Source: an optimization exercise on an open RTL-to-GDS flow (aim: small area, a short achievable clock period and few clock cycles per item). Production flows keep margins and buffers that such runs may drop.
RTL that was checked went through simulation tests only; none was proved equivalent to the original.

==> module muldiv_unit, before the edit <==
module muldiv_unit (
  input  logic        clk,
  input  logic        rst_n,
  input  logic        md_valid,
  input  logic [2:0]  md_op,
  input  logic        flush,
  input  logic [31:0] op_a,
  input  logic [31:0] op_b,
  output logic        stall,
  output logic        busy,
  output logic        done,      
  output logic        owns,      
  output logic [31:0] result     
);
  localparam logic [2:0] MD_MUL    = 3'd0;
  localparam logic [2:0] MD_MULH   = 3'd1;
  localparam logic [2:0] MD_MULHSU = 3'd2;
  localparam logic [2:0] MD_MULHU  = 3'd3;
  localparam logic [1:0] S_IDLE = 2'd0;
  localparam logic [1:0] S_M1   = 2'd1;   
  localparam logic [1:0] S_M2   = 2'd3;   
  localparam logic [1:0] S_DIV  = 2'd2;   
  function automatic [5:0] lzc32(input [31:0] x);
    integer i;
    begin
      lzc32 = 6'd32;
      for (i = 0; i < 32; i = i + 1) if (x[i]) lzc32 = 31 - i;
    end
  endfunction
  logic [1:0]  st;
  logic [31:0] rq, qq, dq;      
  logic        aq_hi;           
  logic        b15, p16;        
  logic        bx;              
  logic        b15n, bxn;       
  logic        mul_hi;          
  logic [5:0]  pos;             
  logic        op_rem, q_neg, r_neg, q_ones;
  logic        idle, start, is_div, d_q0, fast;
  assign idle   = (st == S_IDLE);
  assign start  = idle && md_valid;
  assign is_div = md_op[2];
  assign fast   = is_div && d_q0;     
  logic        a_sgn, b_sgn;
  logic [32:0] m_a;
  logic [16:0] m_b;
  logic [32:0] m_acc;
  logic        m_x;
  logic [48:0] cs_s, cs_c, m_out;
  logic        m_co;
  assign a_sgn = (md_op == MD_MULH) || (md_op == MD_MULHSU);
  assign b_sgn = (md_op == MD_MULH);
  assign m_a   = {aq_hi, dq};
  assign m_b   = {qq[15:0], b15};
  assign m_acc = {rq[31], rq, p16};
  assign m_x   = bx;
  mul_array u_arr (.m_a(m_a), .m_b(m_b), .m_acc(m_acc), .m_x(m_x), .cs_s(cs_s), .cs_c(cs_c));
  md_add #(49) u_cpa (.a(cs_s), .b(cs_c), .ci(1'b0), .s(m_out), .co(m_co));
  logic        d_sgn, d_sa, d_sb, d_bz;
  logic [31:0] d_ma, d_mb;
  logic [5:0]  d_za, d_zb;
  assign d_sgn = ~md_op[0];
  assign d_sa  = d_sgn & op_a[31];
  assign d_sb  = d_sgn & op_b[31];
  md_cneg u_nega (.x(op_a), .en(d_sa), .y(d_ma));
  md_cneg u_negb (.x(op_b), .en(d_sb), .y(d_mb));
  assign d_bz  = (op_b == 32'd0);
  assign d_za  = lzc32(d_ma);
  assign d_zb  = lzc32(d_mb);
  logic [31:0] d_ua, d_ub, d_ub_hi;
  assign d_ua = d_sa ? {op_a[30:0] ^ 31'h7fff_ffff, 1'b1} : op_a;
  assign d_ub = op_b ^ {32{d_sb}};
  always_comb begin
    d_ub_hi[31] = 1'b0;                        
    for (int i = 30; i >= 0; i--) d_ub_hi[i] = d_ub_hi[i+1] | d_ub[i+1];
  end
  assign d_q0  = ~|(d_ua & ~d_ub_hi) & (d_ub_hi[0] | d_ub[0] | d_sb);
  logic [4:0]  sh_amt;
  logic [31:0] d_al;
  assign sh_amt = d_zb[4:0] - d_za[4:0];
  assign d_al   = d_mb << sh_amt;
  logic [31:0] t1, t2, r1, rn, qn, d2;
  logic        c1, c2, ge1, ge2, two, last, pos_neg;
  logic [5:0]  pos_nx;
  assign pos_neg = pos[5];
  assign two  = ~pos_neg & (pos != 6'd0);
  assign last = pos_neg | (pos[4:1] == 4'd0);
  md_add #(32) u_sub1 (.a(rq), .b(~dq), .ci(1'b1), .s(t1), .co(c1));
  assign ge1  = c1 & ~pos_neg;
  assign r1   = ge1 ? t1 : rq;
  assign d2   = {1'b0, dq[31:1]};
  md_add #(32) u_sub2 (.a(r1), .b(~d2), .ci(1'b1), .s(t2), .co(c2));
  assign ge2  = c2 & two;
  assign rn   = ge2 ? t2 : r1;
  assign qn   = two ? {qq[29:0], ge1, ge2} : {qq[30:0], ge1};
  assign pos_nx = pos - 6'd2;
  logic [31:0] mul_res, div_val, div_res;
  assign mul_res = mul_hi ? m_out[47:16] : {m_out[15:0], qq[31:16]};
  assign div_val = op_rem ? rn : qn;
  md_cneg u_negr (.x(div_val), .en(op_rem ? r_neg : q_neg), .y(div_res));
  assign done   = (start && fast) || (st == S_M2) || (st == S_DIV && last);
  assign owns   = ~idle | md_valid;
  assign result = idle ? (op_a & {32{md_valid & fast & md_op[1]}}) :
                  st[0] ? mul_res : (div_res | {32{q_ones}});       
  assign stall  = rst_n && !flush && ((start && !fast) || (st == S_M1) || (st == S_DIV && !last));
  assign busy   = (st == S_M1) || (st == S_DIV && !last);
  always_ff @(posedge clk or negedge rst_n) begin
    if (!rst_n) begin
      st <= S_IDLE;
    end else if (flush) begin
      st <= S_IDLE;
    end else begin
      case (st)
        S_IDLE:  if (md_valid && !fast) st <= is_div ? S_DIV : S_M1;
        S_M1:    st <= S_M2;
        S_DIV:   if (last) st <= S_IDLE;
        default: st <= S_IDLE;
      endcase
    end
  end
  always_ff @(posedge clk) begin
    rq  <= st[1] ? rn : (st[0] ? m_out[48:17] : (d_ma & {32{is_div}}));
    qq  <= st[1] ? qn : (st[0] ? {m_out[15:0], qq[31:16]} : (op_b & {32{~is_div}}));
    p16 <= st[0] & m_out[16];
    pos <= idle ? ((d_bz || d_za > d_zb) ? 6'h3f : {1'b0, sh_amt}) : pos_nx;
  end
  always_ff @(posedge clk) begin
    if (start) begin
      if (is_div) begin
        dq     <= d_al;
        op_rem <= md_op[1];
        q_neg  <= d_sa ^ d_sb;
        r_neg  <= d_sa;
        q_ones <= d_bz & ~md_op[1];
      end else begin
        dq     <= op_a;
        aq_hi  <= a_sgn & op_a[31];
        b15n   <= op_b[15];
        bxn    <= ~b_sgn & op_b[31];
        b15    <= 1'b0;
        bx     <= 1'b0;
        mul_hi <= (md_op != MD_MUL);
        q_ones <= 1'b0;
      end
    end else if (st == S_DIV) begin
      dq  <= {2'b0, dq[31:2]};
    end else if (st == S_M1) begin
      b15 <= b15n;
      bx  <= bxn;
    end
  end
endmodule
==> flow/config.mk <==
export PLATFORM = sky130hd
export DESIGN_NAME = ex_stage_muldiv
export DESIGN_NICKNAME = ex_stage_muldiv
export VERILOG_FILES = /design/flow/design.v
export SDC_FILE = /design/flow/constraint.sdc
export NUM_CORES = 4
export LEC_CHECK = 0
export ABC_AREA = 1
export CAP_MARGIN = 20
export CORE_MARGIN = 2
export CORE_UTILIZATION = 40
export SETUP_SLACK_MARGIN = 5
export SLEW_MARGIN = 20
export TNS_END_PERCENT = 0
==> flow/constraint.sdc <==
create_clock -name core_clock -period 16.0 [get_ports {clk}]
set_input_delay 3.2000 -clock core_clock [delete_from_list [all_inputs] [get_ports {clk}]]
set_output_delay 3.2000 -clock core_clock [all_outputs]
set_load 0.01 [all_outputs]
standard.sh (not shown) runs the stock make flow with config.mk's settings and CLKGATE_MAP_FILE= SYNTH_SCRIPT=/design/flow/synth_recipe.tcl, a recipe that flattens the netlist after the stock synthesis.
==> flow/flow/run.sh <==
#!/bin/bash
# The standard layout (standard.sh), except that the port buffers are plain buf_2 cells
# instead of the delay buffers buffer_ports picks by default. Every port still gets a buffer.
# make's full output goes to standard.log; ORFS's per-step logs stay under orfs/logs.
export BUFFER_PORTS_ARGS="-buffer_cell sky130_fd_sc_hd__buf_2"
bash standard.sh > standard.log 2>&1
Edit:
--- a/flow/design.v
+++ b/flow/design.v
@@ -33,5 +33,4 @@
   logic        b15, p16;        
   logic        bx;              
-  logic        b15n, bxn;       
   logic        mul_hi;          
   logic [5:0]  pos;             
@@ -52,7 +51,7 @@
   assign b_sgn = (md_op == MD_MULH);
   assign m_a   = {aq_hi, dq};
-  assign m_b   = {qq[15:0], b15};
-  assign m_acc = {rq[31], rq, p16};
-  assign m_x   = bx;
+  assign m_b   = {qq[15:0], b15 & st[1]};
+  assign m_acc = st[1] ? {rq[31], rq, p16} : 33'd0;
+  assign m_x   = st[1] & bx;
   mul_array u_arr (.m_a(m_a), .m_b(m_b), .m_acc(m_acc), .m_x(m_x), .cs_s(cs_s), .cs_c(cs_c));
   md_add #(49) u_cpa (.a(cs_s), .b(cs_c), .ci(1'b0), .s(m_out), .co(m_co));
@@ -120,7 +119,7 @@
   end
   always_ff @(posedge clk) begin
-    rq  <= st[1] ? rn : (st[0] ? m_out[48:17] : (d_ma & {32{is_div}}));
+    rq  <= st[1] ? rn : (st[0] ? m_out[48:17] : d_ma);
     qq  <= st[1] ? qn : (st[0] ? {m_out[15:0], qq[31:16]} : (op_b & {32{~is_div}}));
-    p16 <= st[0] & m_out[16];
+    p16 <= m_out[16];
     pos <= idle ? ((d_bz || d_za > d_zb) ? 6'h3f : {1'b0, sh_amt}) : pos_nx;
   end
@@ -136,8 +135,6 @@
         dq     <= op_a;
         aq_hi  <= a_sgn & op_a[31];
-        b15n   <= op_b[15];
-        bxn    <= ~b_sgn & op_b[31];
-        b15    <= 1'b0;
-        bx     <= 1'b0;
+        b15    <= op_b[15];
+        bx     <= ~b_sgn & op_b[31];
         mul_hi <= (md_op != MD_MUL);
         q_ones <= 1'b0;
@@ -145,7 +142,4 @@
     end else if (st == S_DIV) begin
       dq  <= {2'b0, dq[31:2]};
-    end else if (st == S_M1) begin
-      b15 <= b15n;
-      bx  <= bxn;
     end
   end
Effect:
- routed wire length is lower by 1.6%
- die area grows by 0.69%
- setup slack gets worse by 84 ps
- global-route usage falls by 0.65 points
- final cell count is higher by 0.56%
- sequential share of layout area stays flat
- clock-buffer cell count does not change
- synthesized area climbs by 0.70%
- sequential cell count goes down by 2
- non-clock buffer count came out lower by 73
- register-to-register slack degrades by 40 ps
Testbench counts after the change, summed over its fixed seeds: cycles 25,297, instrs 12,000.
For the first run of this note, only the layout was checked, not whether the RTL still works.

Q:
ex_stage_muldiv, a different RTL version from the one above (not shown whole).
For scale: roughly 5600 cells after synthesis, roughly 110 flip-flops.
==> module muldiv_unit, before the edit <==
module muldiv_unit (
  input  logic        clk,
  input  logic        rst_n,
  input  logic        md_valid,
  input  logic [2:0]  md_op,
  input  logic        flush,
  input  logic [31:0] op_a,
  input  logic [31:0] op_b,
  output logic        stall,
  output logic        busy,
  output logic        done,      
  output logic        owns,      
  output logic [31:0] result     
);
  localparam logic [2:0] MD_MUL    = 3'd0;
  localparam logic [2:0] MD_MULH   = 3'd1;
  localparam logic [2:0] MD_MULHSU = 3'd2;
  localparam logic [2:0] MD_MULHU  = 3'd3;
  localparam logic [1:0] S_IDLE = 2'd0;
  localparam logic [1:0] S_M1   = 2'd1;   
  localparam logic [1:0] S_M2   = 2'd3;   
  localparam logic [1:0] S_DIV  = 2'd2;   
  function automatic [5:0] lzc32(input [31:0] x);
    integer i;
    begin
      lzc32 = 6'd32;
      for (i = 0; i < 32; i = i + 1) if (x[i]) lzc32 = 31 - i;
    end
  endfunction
  logic [1:0]  st;
  logic [31:0] rq, qq, dq;      
  logic        aq_hi;           
  logic        b15, p16;        
  logic        bx;              
  logic        mul_hi;          
  logic [5:0]  pos;             
  logic        op_rem, q_neg, r_neg, q_ones;
  logic        idle, start, is_div, d_q0, fast;
  assign idle   = (st == S_IDLE);
  assign start  = idle && md_valid;
  assign is_div = md_op[2];
  assign fast   = is_div && d_q0;     
  logic        a_sgn, b_sgn;
  logic [32:0] m_a;
  logic [16:0] m_b;
  logic [32:0] m_acc;
  logic        m_x;
  logic [48:0] cs_s, cs_c, m_out;
  logic        m_co;
  assign a_sgn = (md_op == MD_MULH) || (md_op == MD_MULHSU);
  assign b_sgn = (md_op == MD_MULH);
  assign m_a   = {aq_hi, dq};
  assign m_b   = (st == S_M1) ? {qq[15:0], 1'b0} : {qq[31:16], b15};
  assign m_acc = (st == S_M1) ? 33'd0 : {rq[31], rq, p16};
  assign m_x   = (st == S_M2) & bx;
  mul_array u_arr (.m_a(m_a), .m_b(m_b), .m_acc(m_acc), .m_x(m_x), .cs_s(cs_s), .cs_c(cs_c));
  md_add #(49) u_cpa (.a(cs_s), .b(cs_c), .ci(1'b0), .s(m_out), .co(m_co));
  logic        d_sgn, d_sa, d_sb, d_bz;
  logic [31:0] d_ma, d_mb;
  logic [5:0]  d_za, d_zb;
  assign d_sgn = ~md_op[0];
  assign d_sa  = d_sgn & op_a[31];
  assign d_sb  = d_sgn & op_b[31];
  md_cneg u_nega (.x(op_a), .en(d_sa), .y(d_ma));
  md_cneg u_negb (.x(op_b), .en(d_sb), .y(d_mb));
  assign d_bz  = (op_b == 32'd0);
  assign d_za  = lzc32(d_ma);
  assign d_zb  = lzc32(d_mb);
  assign d_q0  = (d_za > d_zb);
  logic [4:0]  sh_amt;
  logic [31:0] d_al;
  assign sh_amt = d_zb[4:0] - d_za[4:0];
  assign d_al   = d_mb << sh_amt;
  logic [31:0] t1, t2, r1, rn, qn, d2;
  logic        c1, c2, ge1, ge2, two, last, pos_neg;
  logic [5:0]  pos_nx;
  assign pos_neg = pos[5];
  assign two  = ~pos_neg & (pos != 6'd0);
  assign last = pos_neg | (pos[4:1] == 4'd0);
  md_add #(32) u_sub1 (.a(rq), .b(~dq), .ci(1'b1), .s(t1), .co(c1));
  assign ge1  = c1 & ~pos_neg;
  assign r1   = ge1 ? t1 : rq;
  assign d2   = {1'b0, dq[31:1]};
  md_add #(32) u_sub2 (.a(r1), .b(~d2), .ci(1'b1), .s(t2), .co(c2));
  assign ge2  = c2 & two;
  assign rn   = ge2 ? t2 : r1;
  assign qn   = two ? {qq[29:0], ge1, ge2} : {qq[30:0], ge1};
  assign pos_nx = pos - 6'd2;
  logic [31:0] mul_res, div_val, div_res;
  assign mul_res = mul_hi ? m_out[47:16] : {m_out[15:0], qq[15:0]};
  assign div_val = op_rem ? rn : qn;
  md_cneg u_negr (.x(div_val), .en(op_rem ? r_neg : q_neg), .y(div_res));
  assign done   = (start && fast) || (st == S_M2) || (st == S_DIV && last);
  assign owns   = ~idle | md_valid;
  assign result = idle ? (op_a & {32{md_valid & fast & md_op[1]}}) :
                  (st == S_M2) ? mul_res : (div_res | {32{q_ones}});
  assign stall  = rst_n && !flush && ((start && !fast) || (st == S_M1) || (st == S_DIV && !last));
  assign busy   = (st == S_M1) || (st == S_DIV && !last);
  always_ff @(posedge clk or negedge rst_n) begin
    if (!rst_n) begin
      st <= S_IDLE;
    end else if (flush) begin
      st <= S_IDLE;
    end else begin
      case (st)
        S_IDLE:  if (md_valid && !fast) st <= is_div ? S_DIV : S_M1;
        S_M1:    st <= S_M2;
        S_DIV:   if (last) st <= S_IDLE;
        default: st <= S_IDLE;
      endcase
    end
  end
  always_ff @(posedge clk) begin
    if (start) begin
      if (is_div) begin
        rq     <= d_ma;
        dq     <= d_al;
        qq     <= 32'd0;
        pos    <= d_bz ? 6'h3f : {1'b0, sh_amt};
        op_rem <= md_op[1];
        q_neg  <= d_sa ^ d_sb;
        r_neg  <= d_sa;
        q_ones <= d_bz & ~md_op[1];
      end else begin
        qq     <= op_b;
        dq     <= op_a;
        aq_hi  <= a_sgn & op_a[31];
        b15    <= op_b[15];
        bx     <= ~b_sgn & op_b[31];
        mul_hi <= (md_op != MD_MUL);
        q_ones <= 1'b0;
      end
    end else if (st == S_M1) begin
      rq        <= m_out[48:17];
      p16       <= m_out[16];
      qq[15:0]  <= m_out[15:0];
    end else if (st == S_DIV) begin
      rq  <= rn;
      qq  <= qn;
      dq  <= {2'b0, dq[31:2]};
      pos <= pos_nx;
    end
  end
endmodule
export LEC_CHECK = 0
export ABC_AREA = 1
export CAP_MARGIN = 20
export CORE_MARGIN = 2
export CORE_UTILIZATION = 40
export SETUP_SLACK_MARGIN = 5
export SLEW_MARGIN = 20
create_clock -name core_clock -period 16.0 [get_ports {clk}]
==> flow/flow/run.sh <==
#!/bin/bash
# The standard layout (standard.sh), except that the port buffers are plain buf_2 cells
# instead of the delay buffers buffer_ports picks by default. Every port still gets a buffer.
cp standard.sh standard.sh.txt
export BUFFER_PORTS_ARGS="-buffer_cell sky130_fd_sc_hd__buf_2"
bash standard.sh > standard.log 2>&1
> inputs changed (Q -> S)
--- a/flow/design.v
+++ b/flow/design.v
@@ -64,11 +64,18 @@
   md_cneg u_nega (.x(op_a), .en(d_sa), .y(d_ma));
   md_cneg u_negb (.x(op_b), .en(d_sb), .y(d_mb));
   assign d_bz  = (op_b == 32'd0);
   assign d_za  = lzc32(d_ma);
   assign d_zb  = lzc32(d_mb);
-  assign d_q0  = (d_za > d_zb);
+  logic [31:0] d_ua, d_ub, d_ub_hi;
+  assign d_ua = d_sa ? {op_a[30:0] ^ 31'h7fff_ffff, 1'b1} : op_a;
+  assign d_ub = op_b ^ {32{d_sb}};
+  always_comb begin
+    d_ub_hi[31] = 1'b0;                        
+    for (int i = 30; i >= 0; i--) d_ub_hi[i] = d_ub_hi[i+1] | d_ub[i+1];
+  end
+  assign d_q0  = ~|(d_ua & ~d_ub_hi) & (d_ub_hi[0] | d_ub[0] | d_sb);
   logic [4:0]  sh_amt;
   logic [31:0] d_al;
   assign sh_amt = d_zb[4:0] - d_za[4:0];
   assign d_al   = d_mb << sh_amt;
   logic [31:0] t1, t2, r1, rn, qn, d2;
@@ -114,11 +121,11 @@
     if (start) begin
       if (is_div) begin
         rq     <= d_ma;
         dq     <= d_al;
         qq     <= 32'd0;
-        pos    <= d_bz ? 6'h3f : {1'b0, sh_amt};
+        pos    <= (d_bz || d_za > d_zb) ? 6'h3f : {1'b0, sh_amt};
         op_rem <= md_op[1];
         q_neg  <= d_sa ^ d_sb;
         r_neg  <= d_sa;
         q_ones <= d_bz & ~md_op[1];
       end else begin
Looking at final area, S sits 3.3% higher than Q does. Going from Q to S, setup TNS saw little to no change; maximum fanout count along the critical path saw an increase. Share of synthesized area spent on multiplexers of S is on par with Q. Q has higher detailed-routed wire length on met3 than S. S vs Q, core footprint went up by about 2%. Compared with Q, in S worst path arrival time decreased by 770 ps relative to the old numbers; routed wire length higher.
Testbench counts of S, summed over its fixed seeds: cycles 25,297, instrs 12,000.
No functional check of the RTL was part of Q.

[re-timing with driven ports]
How much do the figures lean on ideal ports? The routed layouts below were timed once more, with nothing changed but the port constraints. Step 1, drivers: a clkbuf_16 drives clk and a buf_2 each remaining input, both assumed. Step 2 also shifts input and output timing later by t, the mid clock arrival at the registers, as if the neighbouring blocks saw the same clock. a / b / c = ideal / step 1 / step 2; a / b = the first two.
| run | t (ns) | setup slack, ns | worst register clock-pin slew, ns | worst slew at a driven data input, ns |
|---|---|---|---|---|
| the first run of note 1 | 0.503 | 4.681 / 4.629 / 4.698 | 0.08 / 0.08 | 0.14 |
| the second run of note 1 | 0.490 | 4.597 / 4.569 / 4.577 | 0.07 / 0.07 | 0.13 |
| Q | 0.496 | 3.879 / 3.848 / 3.848 | 0.06 / 0.06 | 0.09 |
| S | 0.512 | 4.655 / 4.596 / 4.705 | 0.07 / 0.07 | 0.18 |
After both steps every run listed still meets setup and hold. The setup slack of Q, which loses most, moves by -0.031 ns with the drivers and by -0.031 ns with both steps.
